Source: an optimization exercise on an open RTL-to-GDS flow (aim: small area). Production flows keep margins and buffers that such runs may drop.
Function was checked by simulation only, so behaviour that the tests miss may differ from the original.
Power figures rest on the tool's default switching activity, not on a simulated workload.

==> v34 <==
// blackjackTop
module blackjackTop (
    input  logic                     clock,
    input  logic                     resetar,
    input  logic                     hitCard,
    input  logic                     standHand,
    input  logic [5:0]               shuffleSeed,
    output logic                     tableReady,
    output logic                     winLed,
    output logic                     lossLed,
    output logic                     pushLed,
    output logic [13:0]              playerDigits,
    output logic [13:0]              dealerDigits
);
    blackjackPkg::cardValue_t  topCard;
    blackjackPkg::handTotal_t  playerTotal;
    blackjackPkg::handTotal_t  dealerTotal;
    logic        hold;
    logic [5:0]  dealIndex;
    logic        advance;
    cardDeck deck (
        .clock       (clock),
        .resetar     (resetar),
        .advance     (advance),
        .shuffleSeed (shuffleSeed),
        .dealIndex   (dealIndex),
        .topCard     (topCard)
    );
    blackjackTable table0 (
        .clock       (clock),
  ...
==> flow/config.mk <==
export PLATFORM = sky130hd
export DESIGN_NAME = blackjackTop
export DESIGN_NICKNAME = blackjackTop
export VERILOG_FILES = /design/flow/design.v
export SDC_FILE = /design/flow/constraint.sdc
export NUM_CORES = 4
export LEC_CHECK = 0
export ABC_AREA = 1
export CAP_MARGIN = 20
export CELL_PAD_IN_SITES_DETAIL_PLACEMENT = 1
export CORE_MARGIN = 2
export CORE_UTILIZATION = 25
export GPL_TIMING_DRIVEN = 0
export SLEW_MARGIN = 20
==> flow/constraint.sdc <==
create_clock -name core_clock -period 12.0 [get_ports {clock}]
set_input_delay 2.4000 -clock core_clock [delete_from_list [all_inputs] [get_ports {clock}]]
set_output_delay 2.4000 -clock core_clock [all_outputs]
set_load 0.01 [all_outputs]
standard.sh (not shown) runs the stock make flow with config.mk's settings and CLKGATE_MAP_FILE= SYNTH_SCRIPT=/design/flow/synth_recipe.tcl, a recipe that flattens the netlist after the stock synthesis.
==> flow/flow/run.sh <==
#!/bin/bash
# Own layout flow: the standard synthesis, then the combinational logic is
# mapped again for area (flow/resynth.tcl; the flip-flops keep their names and
# cells), then the standard layout from the floorplan on.
set -euo pipefail
W=$PWD
R=$W/orfs/results/$FLOW_PLATFORM/blackjackTop/base
YOSYS=$(command -v yosys || echo "$FLOW_HOME/../tools/install/yosys/bin/yosys")

bash standard.sh synth > $W/synth.log 2>&1
cp $R/1_2_yosys.v $W/standard_synth.v

LIBERTY=$FLOW_HOME/platforms/$FLOW_PLATFORM/lib/sky130_fd_sc_hd__tt_025C_1v80.lib \
NETLIST_IN=$W/standard_synth.v NETLIST_OUT=$W/resynth.v TOP=$FLOW_TOP \
ABC_SCRIPT=$W/flow/area.script \
  $YOSYS -c $W/flow/resynth.tcl > $W/resynth.log 2>&1

cp $W/resynth.v $R/1_2_yosys.v
rm -f $R/1_synth.odb $R/1_synth.sdc
# Port buffers: the smallest buffer (the ports see light loads and the
# timing has slack to spare). Clock tree: small clock buffers, no dummy loads.
bash standard.sh \
  "BUFFER_PORTS_ARGS=-buffer_cell sky130_fd_sc_hd__buf_1" \
  "CTS_ARGS=-sink_clustering_enable -repair_clock_nets -buf_list sky130_fd_sc_hd__clkbuf_16 -sink_clustering_size 30 -sink_clustering_max_diameter 500 -dont_use_dummy_load" \
  finish > $W/layout.log 2>&1
==> flow/flow/area.script <==
strash; dch; amap; mfs2 -a; strash; dch; amap; topo
==> flow/flow/resynth.tcl <==
# Re-map the standard synthesis's combinational logic for area. The
# flip-flop instances (their names and cell types) stay exactly as they are.
yosys -import
set lib $::env(LIBERTY)
read_liberty -ignore_miss_func $lib
read_verilog $::env(NETLIST_IN)
hierarchy -top $::env(TOP)
set seq {}
foreach m [tee -q -s result.string select -list-mod A:*] { }
foreach m [split [tee -q -s result.string ls] "\n"] {
  set m [string trim $m]
  if {[regexp {^sky130_fd_sc_hd__(df|edf|sdf|sedf|dl|sdl|einv|ebuf)} $m]} { lappend seq $m }
}
puts "sequential/kept cell modules: $seq"
foreach m $seq { setattr -mod -set keep_hierarchy 1 $m }
flatten
opt_clean
stat
abc -liberty $lib -dont_use *lpflow* -dont_use *probe* -script $::env(ABC_SCRIPT)
splitnets
opt_clean -purge
hilomap -singleton -hicell sky130_fd_sc_hd__conb_1 HI -locell sky130_fd_sc_hd__conb_1 LO
insbuf -buf sky130_fd_sc_hd__buf_1 A X
setattr -mod -unset keep_hierarchy
foreach m $seq { blackbox $m }
select blackjackTop
stat -liberty $lib
write_verilog -noattr -noexpr -nohex -nodec -selected $::env(NETLIST_OUT)
==> v38: changes against v34 <==
--- a/flow/flow/run.sh
+++ b/flow/flow/run.sh
@@ -23,3 +23,3 @@
   "BUFFER_PORTS_ARGS=-buffer_cell sky130_fd_sc_hd__buf_1" \
-  "CTS_ARGS=-sink_clustering_enable -repair_clock_nets -buf_list sky130_fd_sc_hd__clkbuf_16 -sink_clustering_size 30 -sink_clustering_max_diameter 500 -dont_use_dummy_load" \
+  "CTS_ARGS=-sink_clustering_enable -repair_clock_nets -buf_list sky130_fd_sc_hd__clkbuf_8 -dont_use_dummy_load" \
   finish > $W/layout.log 2>&1
==> qor summary <==
Result of the run: v38 no timing/DRC/antenna violations; v34 no timing/DRC/antenna violations
Ratio of total power to cell area: v38 217 nW/µm²; v34 222 nW/µm²
Utilization of the core after routing: v38 28.8%; v34 29.1%
Worst slack on hold paths: v38 0.497 ns; v34 0.494 ns
Final-layout clock-cell area share: v38 1.14%; v34 2.05%
Clock period minus worst slack: v38 9.38 ns; v34 9.40 ns
Worst setup slack after layout: v38 2.62 ns; v34 2.60 ns
Number of fill cells in the layout: v38 1689; v34 1691
Switching share of total power: v38 60.8%; v34 59.4%
Vias in the first global route: v38 4582; v34 4586
Design Power: v38 785 µW; v34 811 µW
Routed met2 length: v38 6740 µm; v34 6850 µm
Fraction of area in multi-input gates: v38 64.2%; v34 63.6%
Post-route met1 wirelength: v38 6350 µm; v34 6230 µm
Critical path data required time: v38 12.17 ns; v34 12.16 ns

[re-timing with driven ports]
The flow's constraints put no driver on any port. The routed layouts listed below were extracted and timed again, unchanged, in two steps.
Step 1 assumes that a clkbuf_16 drives the clock port and a buf_2 every other input.
Step 2 also shifts input and output timing later by t, the mid clock arrival at the registers, as if the neighbouring blocks saw the same clock.
Slacks: ideal ports / drivers / drivers and shift; pairs: ideal ports / drivers.
run | t (ns) | setup slack, ns | pins driven straight from the clock port
v34 | 0.299 | 2.600 / 2.600 / 2.600 | 1
v38 | 0.306 | 2.623 / 2.623 / 2.623 | 1
After both steps setup and hold are still met in every run listed.
